This is an optimization exercise on Yosys and OpenROAD, whose aim is small area and a short achievable clock period, not a production implementation.
Only simulation tests tie the RTL to the original design; equivalence was not proved.
Power is estimated from default activity; no workload was simulated.

<file path="flow/flow/run.sh">
#!/bin/bash
set -euo pipefail
bash standard.sh MATCH_CELL_FOOTPRINT=0 finish > standard_flow.log 2>&1
</file>
<file path="flow/standard.sh">
#!/bin/bash
# synth_recipe.tcl (not shown) runs the flow's synth.tcl, then flattens the netlist and writes it again
# the make line also repeats each setting of config.mk as NAME=value (left out here)
make -C /OpenROAD-flow-scripts/flow DESIGN_CONFIG=/design/flow/config.mk WORK_HOME=/design/flow/orfs CLKGATE_MAP_FILE= SYNTH_SCRIPT=/design/flow/synth_recipe.tcl "${@:-finish}"
</file>
<file path="flow/config.mk">
export PLATFORM = sky130hd
export DESIGN_NAME = apb_slave_regbank
export DESIGN_NICKNAME = apb_slave_regbank
export VERILOG_FILES = /design/flow/design.v
export SDC_FILE = /design/flow/constraint.sdc
export NUM_CORES = 4
export LEC_CHECK = 0
export CAP_MARGIN = 20
export CORE_MARGIN = 2
export CORE_UTILIZATION = 30
export CTS_BUF_LIST = sky130_fd_sc_hd__clkbuf_8
export CTS_CLUSTER_DIAMETER = 60
export CTS_CLUSTER_SIZE = 16
export SETUP_SLACK_MARGIN = 3.4
export SLEW_MARGIN = 20
export SYNTH_HIERARCHICAL = 1
</file>
<file path="flow/constraint.sdc">
create_clock -name core_clock -period 6.0 [get_ports {pclk}]
set_input_delay 1.2000 -clock core_clock [delete_from_list [all_inputs] [get_ports {pclk}]]
set_output_delay 1.2000 -clock core_clock [all_outputs]
set_load 0.01 [all_outputs]
</file>
<file path="flow/design.v">
module apb_regbank_aoi3 (
  input  logic a0, s0, a1, s1, a2, s2,
  output logic y
);
  assign y = !((a0 && s0) || (a1 && s1) || (a2 && s2));
endmodule
module apb_regbank_nand4 (
  input  logic a, b, c, d,
  output logic y
);
  assign y = !(a && b && c && d);
endmodule
module apb_regbank_nor2 (
  input  logic a, b,
  output logic y
);
  assign y = !(a || b);
endmodule
module apb_regbank_aoi21 (
  input  logic a1, a2, b1,
  output logic y
);
  assign y = !((a1 && a2) || b1);
endmodule
module apb_slave_regbank #(
  parameter int                          NUM_SLAVES  = 3,
  parameter int                          ADDR_WIDTH  = 32,
  parameter int                          DATA_WIDTH  = 32,
  parameter int                          DEPTH       = 16,
  parameter int                          WAIT_CYCLES = 0,
  parameter logic [DATA_WIDTH-1:0]       RESET_VALUE = '0
) (
  input  logic                    pclk,
  input  logic                    presetn,
  input  logic [NUM_SLAVES-1:0]   psel,
  input  logic                    penable,
  input  logic                    pwrite,
  input  logic [ADDR_WIDTH-1:0]   paddr,
  input  logic [DATA_WIDTH-1:0]   pwdata,
  input  logic [DATA_WIDTH/8-1:0] pstrb,
  output logic [DATA_WIDTH-1:0]   prdata,
  output logic                    pready,
  output logic                    pslverr
);
  localparam int NB  = DATA_WIDTH / 8;
  localparam int LSB = $clog2(NB);
  localparam int IW  = $clog2(DEPTH);
  localparam int NW  = NUM_SLAVES * DEPTH;
  logic [DATA_WIDTH-1:0] mem [NW];
  logic [NW-1:0]         valid;                
  logic [NW-1:0]         wsel_n;               
  logic [NB-1:0]         wstrb_q;              
  logic [NW-1:0]         wsel;                 
  logic                  acc;                  
  logic                  err_q;
  logic [DATA_WIDTH-1:0] rd_q;
  logic [IW-1:0]         word;
  logic                  setup, onehot, err;
  logic [NW-1:0]         dec;
  logic [DATA_WIDTH-1:0] rd, wd;
  assign word   = paddr[LSB +: IW];
  assign setup  = (psel != '0) && !penable;
  assign onehot = (psel != '0) && ((psel & (psel - 1'b1)) == '0);
  assign err    = !onehot || (paddr[LSB-1:0] != '0) || ((paddr >> (LSB + IW)) != '0);
  always_comb
    for (int s = 0; s < NUM_SLAVES; s++)
      for (int w = 0; w < DEPTH; w++)
        dec[s*DEPTH+w] = psel[s] && (word == IW'(w));
  logic [NW-1:0]         rsel;
  logic [DATA_WIDTH-1:0] rdn [DEPTH];
  assign rsel = dec & valid;
  for (genvar w = 0; w < DEPTH; w++) begin : g_word
    for (genvar b = 0; b < DATA_WIDTH; b++) begin : g_bit
      apb_regbank_aoi3 u_aoi (
        .a0(mem[w][b]), .s0(rsel[w]),
        .a1(mem[DEPTH + w][b]), .s1(rsel[DEPTH + w]),
        .a2(mem[2*DEPTH + w][b]), .s2(rsel[2*DEPTH + w]),
        .y(rdn[w][b]));
    end
  end
  logic rd_ok;
  assign rd_ok = !(pwrite || err);
  for (genvar b = 0; b < DATA_WIDTH; b++) begin : g_rd
    logic [3:0] t;
    logic [1:0] m;
    for (genvar k = 0; k < 4; k++) begin : g_t
      apb_regbank_nand4 u_t (.a(rdn[4*k][b]), .b(rdn[4*k+1][b]), .c(rdn[4*k+2][b]), .d(rdn[4*k+3][b]), .y(t[k]));
    end
    apb_regbank_nor2 u_m0 (.a(t[0]), .b(t[1]), .y(m[0]));
    apb_regbank_nor2 u_m1 (.a(t[2]), .b(t[3]), .y(m[1]));
    apb_regbank_aoi21 u_y (.a1(m[0]), .a2(m[1]), .b1(!rd_ok), .y(rd[b]));
  end
  always_ff @(posedge pclk) begin
    rd_q    <= rd;
    err_q   <= err;
    wstrb_q <= pstrb;
  end
  always_ff @(posedge pclk or negedge presetn)
    if (!presetn) begin
      acc    <= 1'b0;
      wsel_n <= '1;
    end else begin
      acc    <= setup;
      wsel_n <= (setup && pwrite && !err) ? ~dec : '1;
    end
  assign pready  = acc;
  assign pslverr = err_q;
  assign prdata  = rd_q;
  assign wsel = ~wsel_n;
  always_comb
    for (int b = 0; b < NB; b++) wd[8*b +: 8] = wstrb_q[b] ? pwdata[8*b +: 8] : 8'd0;
  always_ff @(posedge pclk or negedge presetn)
    if (!presetn) valid <= '0;
    else          valid <= valid | wsel;
  always_ff @(posedge pclk)
    for (int i = 0; i < NW; i++)
      for (int b = 0; b < NB; b++)
        if (wsel[i] && (wstrb_q[b] || !valid[i])) mem[i][8*b +: 8] <= wd[8*b +: 8];
endmodule
</file>
==> results of run 1 <==
## cell type report
cell class / instances / area, um^2
fill: 18300 / 128000
sequential: 1670 / 49500
multi-input combinational: 1186 / 10000
tap: 2624 / 3280
timing repair buffer: 207 / 2060
clock buffer: 125 / 1720
clock inverter: 98 / 578
inverter: 4 / 20.0
antenna: 2 / 5.00
## placed cells by master, fill, tap and decap left out, types with 5 or more instances in the layout
cell and instances:
and4b_1 33, and3_1 5, a21oi_2 102, dfrtp_1 49
clkbuf_4 7, clkbuf_8 125, dfstp_2 48, nor2_1 34
and3_4 31, nor2_2 6, and2_2 31, buf_6 49
nor4_1 7, buf_4 66, clkinv_1 8, and3_2 14
inv_1 67, nand4_1 176, a222oi_1 512, nor2_4 25
nand2b_1 48, edfxtp_1 1536, dfxtp_4 30, a21oi_1 122
clkdlybuf4s50_1 66, and4bb_4 6, buf_12 9, nor2b_1 15
## logic make-up (layout without fill, tap and decap cells)
logic type / after synthesis / in the layout / synth area share [%]
compound gates: 738 / 738 / 10.8
flops: 1670 / 1670 / 83.7
simple gates: 446 / 447 / 4.96
other cells: 0 / 2 / 0
xor+xnor: 1 / 1 / 0.0149
buf+inv: 60 / 434 / 0.456
## registers in the layout, indices dropped and copies added (netlist names)
signal   cells
wstrb_q      4
rd_q        32
valid       48
mem       1536
acc          1
wsel_n      48
err_q        1
## per-stage QoR
stage	area (um^2)	setup slack, ns	power [mW]	hold slack (ns)
after global placement	63600	0.918	13.3	0.466
after floorplan	58900	2.40	13.1	0.453
after detailed placement	63700	0.867	13.3	0.469
final	67200	3.34	18.8	0.371
after global routing	67200	3.27	19.4	0.401
after CTS	66600	3.23	18.9	0.317
## worst paths after layout
check | start | end | slack (ns) | depth (start not counted)
worst max register to register | valid[8] | rd_q[11] | 3.48 | 5
worst min register to register | wsel_n[38] | valid[38] | 0.49 | 1
worst max-delay path | rd_q[3] | prdata[3] | 3.34 | 1
max in group asynchronous | presetn | wsel_n[16] | 4.53 | 2
min in group core_clock | wsel_n[38] | valid[38] | 0.49 | 1
worst min-delay path | presetn | valid[24] | 0.37 | 1
## power groups by stage
| stage | clock network [mW] | registers, mW | logic, mW |
|---|---|---|---|
| after floorplan | 0 | 13.0 | 0.139 |
| after global routing | 6.29 | 12.7 | 0.381 |
| after CTS | 5.89 | 12.7 | 0.347 |
| final | 5.78 | 12.7 | 0.358 |
| after global placement | 0 | 13.0 | 0.328 |
| after detailed placement | 0 | 13.0 | 0.338 |
## layer usage
| metal | global-route usage, % | wire length (um) | vias to the layer above |
|---|---|---|---|
| li1 | - | - | 13700 |
| met1 | 21.8 | 66200 | 17100 |
| met2 | 27.1 | 82500 | 1785 |
| met3 | 2.21 | 13600 | 277 |
| met4 | 7.19 | 7490 | 2 |
| met5 | 0 | 13 | - |
## modules after synthesis (local to each module, per instance)
module,flip-flops and latches,copies in the design,area [um^2]
apb_regbank_nor2,0,64,3.75
apb_slave_regbank,1670,1,52500
apb_regbank_aoi21,0,32,8.76
apb_regbank_nand4,0,128,6.26
apb_regbank_aoi3,0,512,10.0
## what timing repair did
action / in CTS / in global routing
gates cloned: 2 / 1
pin swaps: 36 / 41
buffers inserted: 6 / 9
setup endpoints to repair: 90 / 651
hold buffers: 0 / 0
gates resized for setup: 383 / 59
==> summary.txt, run 1 <==
status=finished clean; Initial Util=between 30% and 40%; initial antenna violation count=2; Worst Setup Start Kind=register; syn nets=2,990; clock skew=roughly 0.051 ns; Pre-antenna DRT Iters=13; RSZ-0062 raised after global routing=true; # setup viols final=0; Die Area=200,000 um^2; DRT iter0 DRCs=around 6,000; Synth area leaders=edfxtp_1 (78%), a222oi_1 (8.7%), dfstp_2 (2.1%); Final min period=approximately 2.7 ns; mapped cell area=about 59,000 um^2; CTS Buf Count=approximately 120; internal power=14.9 mW; Peak supply drop=about 0.19 mV; aggregate global-route resource usage=between 15 and 20%; top-count cell post-synth=edfxtp_1; CP Class=register to output port; Routed WL per cell=around 29 um; Psw=3.91 mW; Rel. slew slack=between 20% and 30%; sequential share of power=between 60% and 70%; syn_area_per_cell=just over 20 um^2; Comb power frac=1.9%; worst min-delay path category=input port to async pin; count of different cell masters after synthesis=37; PwrDens=~280 nW/um^2; clock latency (worst-skew pair)=~0.9 ns; H-tree depth=3; register area share after synthesis=between 80 and 90%; DR vias/cell=5.56; Placed Cells=between 5,000 and 6,000; largest net degree at the start of global routing=58; CP max stage cell=dfxtp_4; leakage dissipation=about 23 nW; I/O pin count=approximately 110; Layout Nets=3,265; Ys Warns=10; Post-Syn Instances=2,915; Arrival @ worst endpoint=approximately 1.5 ns; Post-synth EDFFs=approximately 1,500; Clock Path Buffers=3; TritonCTS clock tree=yes; fin cells=between 5,000 and 6,000; IO Port Bufs=between 100 and 150; maxcap violations=0; vias in the first global route=32,100; CP cell instances=buf_6; Clock Pin Slew Worst Setup and Hold Paths=around 0.1 ns; crit-path max cell delay=approximately 0.46 ns; chip width=447 um; area share of the largest cell type after synthesis=78.3%; Post-route DRC=0; Area Overhead vs Synth=14.0%; CP Capture Type=output port; Routability Congestion=between 0.9 and 1; Worst EP required=~4.8 ns; clk root buf=clkbuf_8; Total Wirelength=170,000 um; final slew viol count=0; first-pass GRT wire length=between 200,000 and 250,000 um; Post-synth top cells=edfxtp_1 (1,536), a222oi_1 (512), a21oi_1 (192); Core ar.=between 150,000 and 200,000 um^2; Util after Layout=about a third; routed vias=32,900; HPWL after DPL=approximately 110,000 um; Yosys reg bits=1,670; critical path fanouts, max=1; family with the most delay on the worst path=flip-flops; final hold viol count=0; Sum Neg Setup Slack=0 ns; worst slew pin tran=about 1.1 ns; power share of the clock group=between 30% and 40%; global route overflow=0; Final period util=between 40 and 50%; layout cell share with drive strength beyond 1=18.3%; asr flop ratio synth=a little under 6%; leading area contributor after synthesis=edfxtp_1; Peak Freq=between 300 and 400 MHz; clk sinks=1,670; Synth Flop Type=edfxtp_1; Core Rows=between 150 and 200; DIE HEIGHT=~450 um; post-route ant nets=0; CP bufs+invs=1; Sw Ratio=20.8%
==> run 2, diff against run 1 <==
--- a/flow/design.v
+++ b/flow/design.v
@@ -48,7 +48,9 @@
   localparam int NW  = NUM_SLAVES * DEPTH;
   logic [DATA_WIDTH-1:0] mem [NW];
   logic [NW-1:0]         valid;                
-  logic [NW-1:0]         wsel_n;               
+  logic                  wacc;                 
+  logic [NUM_SLAVES-1:0] wbank_q;              
+  logic [IW-1:0]         wword_q;
   logic [NB-1:0]         wstrb_q;              
   logic [NW-1:0]         wsel;                 
   logic                  acc;                  
@@ -93,20 +95,25 @@
   always_ff @(posedge pclk) begin
     rd_q    <= rd;
     err_q   <= err;
+    wbank_q <= psel;
+    wword_q <= word;
     wstrb_q <= pstrb;
   end
   always_ff @(posedge pclk or negedge presetn)
     if (!presetn) begin
-      acc    <= 1'b0;
-      wsel_n <= '1;
+      acc  <= 1'b0;
+      wacc <= 1'b0;
     end else begin
-      acc    <= setup;
-      wsel_n <= (setup && pwrite && !err) ? ~dec : '1;
+      acc  <= setup;
+      wacc <= setup && pwrite && !err;
     end
   assign pready  = acc;
   assign pslverr = err_q;
   assign prdata  = rd_q;
-  assign wsel = ~wsel_n;
+  always_comb
+    for (int s = 0; s < NUM_SLAVES; s++)
+      for (int w = 0; w < DEPTH; w++)
+        wsel[s*DEPTH+w] = wacc && wbank_q[s] && (wword_q == IW'(w));
   always_comb
     for (int b = 0; b < NB; b++) wd[8*b +: 8] = wstrb_q[b] ? pwdata[8*b +: 8] : 8'd0;
   always_ff @(posedge pclk or negedge presetn)
==> flow/run.sh (new file) <==
#!/bin/bash
# synth_recipe.tcl (not shown) runs the flow's synth.tcl, then flattens the netlist and writes it again
# the make line also repeats each setting of config.mk as NAME=value (left out here)
make -C /OpenROAD-flow-scripts/flow DESIGN_CONFIG=/design/flow/config.mk WORK_HOME=/design/flow/orfs CLKGATE_MAP_FILE= SYNTH_SCRIPT=/design/flow/synth_recipe.tcl finish
removed: flow/flow/run.sh
removed: flow/standard.sh
==> run 2 against run 1 <==
Against the previous run: still clean; wire length increased by 6.1%; combinational power decreased by 4%; power decreased by 3.5%; critical endpoint is now mem[15][8].
==> summary.txt, run 2 <==
status=finished clean (unchanged); routed vias=33,300 (was 32,900); Ys Warns=10 (unchanged); TritonCTS clock tree=yes (unchanged); DIE HEIGHT=441 um (was 447 um); Total Wirelength=180,000 um (was 170,000 um); initial antenna violation count=6 (was 2); Clock Pin Slew Worst Setup and Hold Paths=0.11 ns (was 0.10 ns); first-pass GRT wire length=247,000 um (was 238,000 um); Biggest register=mem (unchanged); Synth Flop Type=edfxtp_1 (unchanged); Core ar.=190,000 um^2 (was 195,000 um^2); Reg area=48,400 um^2 (was 49,500 um^2); top-count cell post-synth=edfxtp_1 (unchanged); leakage dissipation=22.2 nW (was 22.9 nW); # hold bufs at CTS=0 (unchanged); Routed WL per cell=31.4 um (was 28.7 um); Peak supply drop=0.158 mV (was 0.186 mV); H-tree depth=3 (unchanged); worst slew pin tran=1.20 ns (was 1.14 ns); Layout Nets=3,214 (was 3,265); maxcap violations=0 (unchanged); CP Capture Type=register (was output port); syn_area_per_cell=20.2 um^2 (about the same); count of different cell masters after synthesis=30 (was 37); PwrDens=275 nW/um^2 (was 280 nW/um^2); CP Class=register to register (was register to output port); critical path fanouts, max=16 (was 1); post-route ant nets=0 (unchanged); area share of the largest cell type after synthesis=80.5% (was 78.3%); clock latency (worst-skew pair)=0.86 ns (was 0.89 ns); Filler cells=17,500 (was 18,300); DRT iter0 DRCs=6,973 (was 6,007); layout cell share with drive strength beyond 1=20.0% (was 18.3%); Arrival @ worst endpoint=3.36 ns (was 1.46 ns); largest net degree at the start of global routing=51 (was 58); Sum Neg Setup Slack=0 ns (unchanged); worst hold slack=0.507 ns (was 0.371 ns); DR vias/cell=5.80 (was 5.56); I/O pin count=109 (unchanged); clk sinks=1,630 (was 1,670); syn nets=2,910 (was 2,990); # setup viols final=0 (unchanged); chip width=441 um (was 447 um); asr flop ratio synth=3.07% (was 5.81%); Pre-antenna DRT Iters=13 (unchanged); final hold viol count=0 (unchanged); RSZ-0062 raised after global routing=true (unchanged); Util after Layout=34.7% (was 34.4%); IO Port Bufs=108 (unchanged); Peak Freq=350 MHz (was 376 MHz); Routability Congestion=0.907 (was 0.915); fin cells=5,744 (was 5,916); Yosys reg bits=1,630 (was 1,670); Final period util=47.6% (was 44.4%); register area share after synthesis=84.2% (was 83.7%); most frequent cells in the layout=edfxtp_1 (1,536), a222oi_1 (512), a21oi_2 (135) (was edfxtp_1 (1,536), a222oi_1 (512), nand4_1 (176)); global route overflow=0 (unchanged); clk root buf=clkbuf_8 (unchanged); area of the multi-input gates=10,400 um^2 (was 10,000 um^2); Die Area=195,000 um^2 (was 200,000 um^2); max reg flops=1,536 (unchanged); Post-synth EDFFs=1,536 (unchanged); Pwr Total=18.2 mW (was 18.8 mW); Area Overhead vs Synth=15.1% (was 14.0%); aggregate global-route resource usage=17.9% (was 16.5%); clock skew=0.0492 ns (was 0.0514 ns); vias in the first global route=31,800 (was 32,100); Post-route DRC=0 (unchanged); Core Rows=160 (was 162); Synth area leaders=edfxtp_1 (80%), a222oi_1 (8.9%), dfrtp_1 (2.2%) (was edfxtp_1 (78%), a222oi_1 (8.7%), dfstp_2 (2.1%)); Top Registers=mem (1536), valid (48), rd_q (32) (was mem (1536), valid (48), wsel_n (48)); Rel. slew slack=20.2% (was 23.9%); Post-synth top cells=edfxtp_1 (1,536), a222oi_1 (512), a21oi_1 (192) (unchanged); most common cell after layout, fill and taps aside=edfxtp_1 (unchanged); Initial Util=30.2% (about the same); Worst Setup Start Kind=register (unchanged); HPWL after DPL=116,000 um (was 113,000 um); Post-Syn Instances=2,835 (was 2,915); final slew viol count=0 (unchanged); Final min period=2.86 ns (was 2.66 ns); leading area contributor after synthesis=edfxtp_1 (unchanged); mapped cell area=57,300 um^2 (was 58,900 um^2); Worst EP required=6.50 ns (was 4.80 ns); worst min-delay path category=input port to async pin (unchanged); Clock Path Buffers=3 (unchanged); CTS Buf Count=114 (was 121); Placed Cells=5,494 (was 5,665)
## run 2: where the power goes
| group | total [mW] | switching [mW] | internal [mW] |
|---|---|---|---|
| sequential | 12.4 | 0.0140 | 12.4 |
| clock | 5.40 | 3.51 | 1.89 |
| combinational | 0.345 | 0.279 | 0.0656 |
| total | 18.2 | 3.80 | 14.4 |
## run 2: path summary, 6_finish.rpt
path,from,endpoint,slack [ns],depth (start not counted)
max,wacc,mem[15][8],3.14,3
min,presetn,valid[41],0.51,2
max reg2reg,wacc,mem[15][8],3.14,3
min reg2reg,mem[18][9],rd_q[9],0.65,4
max in group asynchronous,presetn,valid[22],4.85,2
min in group core_clock,paddr[3],wword_q[1],0.61,1
## run 2: repair_timing
item	4_1_cts	5_1_grt
setup endpoints to repair	1439	877
gates cloned	0	1
resized for setup	565	79
pin swaps	35	36
buffers inserted	25	13
## run 2: kinds of logic after synthesis
| kind of cell | synth area share [%] |
|---|---|
| buffers and inverters | 0.284 |
| AO/OA/AOI/OAI | 11.1 |
| flip-flops | 84.2 |
| AND/OR/NAND/NOR | 4.42 |
## run 2: layer usage
layer / vias to the layer above / routed length [um] / global-route usage (%) / share of wire, %
li1: 13400 / - / - / -
met3: 396 / 17400 / 2.62 / 9.7
met5: - / 0 / 0.0978 / 0
met2: 2314 / 87400 / 29.7 / 49
met1: 17200 / 65800 / 22.9 / 37
met4: 0 / 9510 / 8.66 / 5.3
## run 2: metrics by stage
stage,cell area (um^2),setup slack (ns)
global route,66000,3.19
finish,66000,3.14
detailed placement,62000,1.33
CTS,65400,3.04
global placement,62000,1.40
floorplan,57300,2.61
## run 2: cell type report
type | instances | share of cell area, %
inverters | 4 | 0.0265
repair buffers | 220 | 3.09
multi-input cells | 1169 | 15.8
diodes | 5 | 0.0190
clock inverters | 87 | 0.626
well taps | 2511 | 4.76
clock buffers | 118 | 2.46
flip-flops and latches | 1630 | 73.3
## run 2: modules after synthesis, one instance, submodules excluded
module | area (um^2) | flip-flops and latches
apb_regbank_aoi21 | 8.76 | 0
apb_slave_regbank | 50900 | 1630
apb_regbank_nand4 | 6.26 | 0
apb_regbank_aoi3 | 10.0 | 0
apb_regbank_nor2 | 3.75 | 0
## run 2: worst max-delay path, cell delays in order, from the launching register on
cell	delay (ns)
dfrtp_1	0.50
and2_1	0.62
nand2_1	0.71
a21oi_2	0.68

-- afterwards: timing with drivers on the ports --
The results above use ideal ports. As a check the final layouts listed here were re-extracted and re-timed, cells and wires unchanged.
Step 1, drivers: a clkbuf_16 drives pclk and a buf_2 each remaining input, both assumed.
Step 2 also shifts input and output timing later by t, the mid clock arrival at the registers, as if the neighbouring blocks saw the same clock.
Slacks: no drivers / after step 1 / after step 2; pairs: no drivers / after step 1.
run | shift t [ns] | setup slack, ns | worst slew at a driven data input, ns | cell pins on the clock port's net
run 1 | 0.940 | 3.338 / 3.265 / 2.447 | 0.08 | 1
run 2 | 0.913 | 3.145 / 3.145 / 2.326 | 0.21 | 1
After both steps setup and hold are still met in every run listed. The setup slack of run 1, which loses most, moves by -0.073 ns with the drivers and by -0.891 ns with both steps.
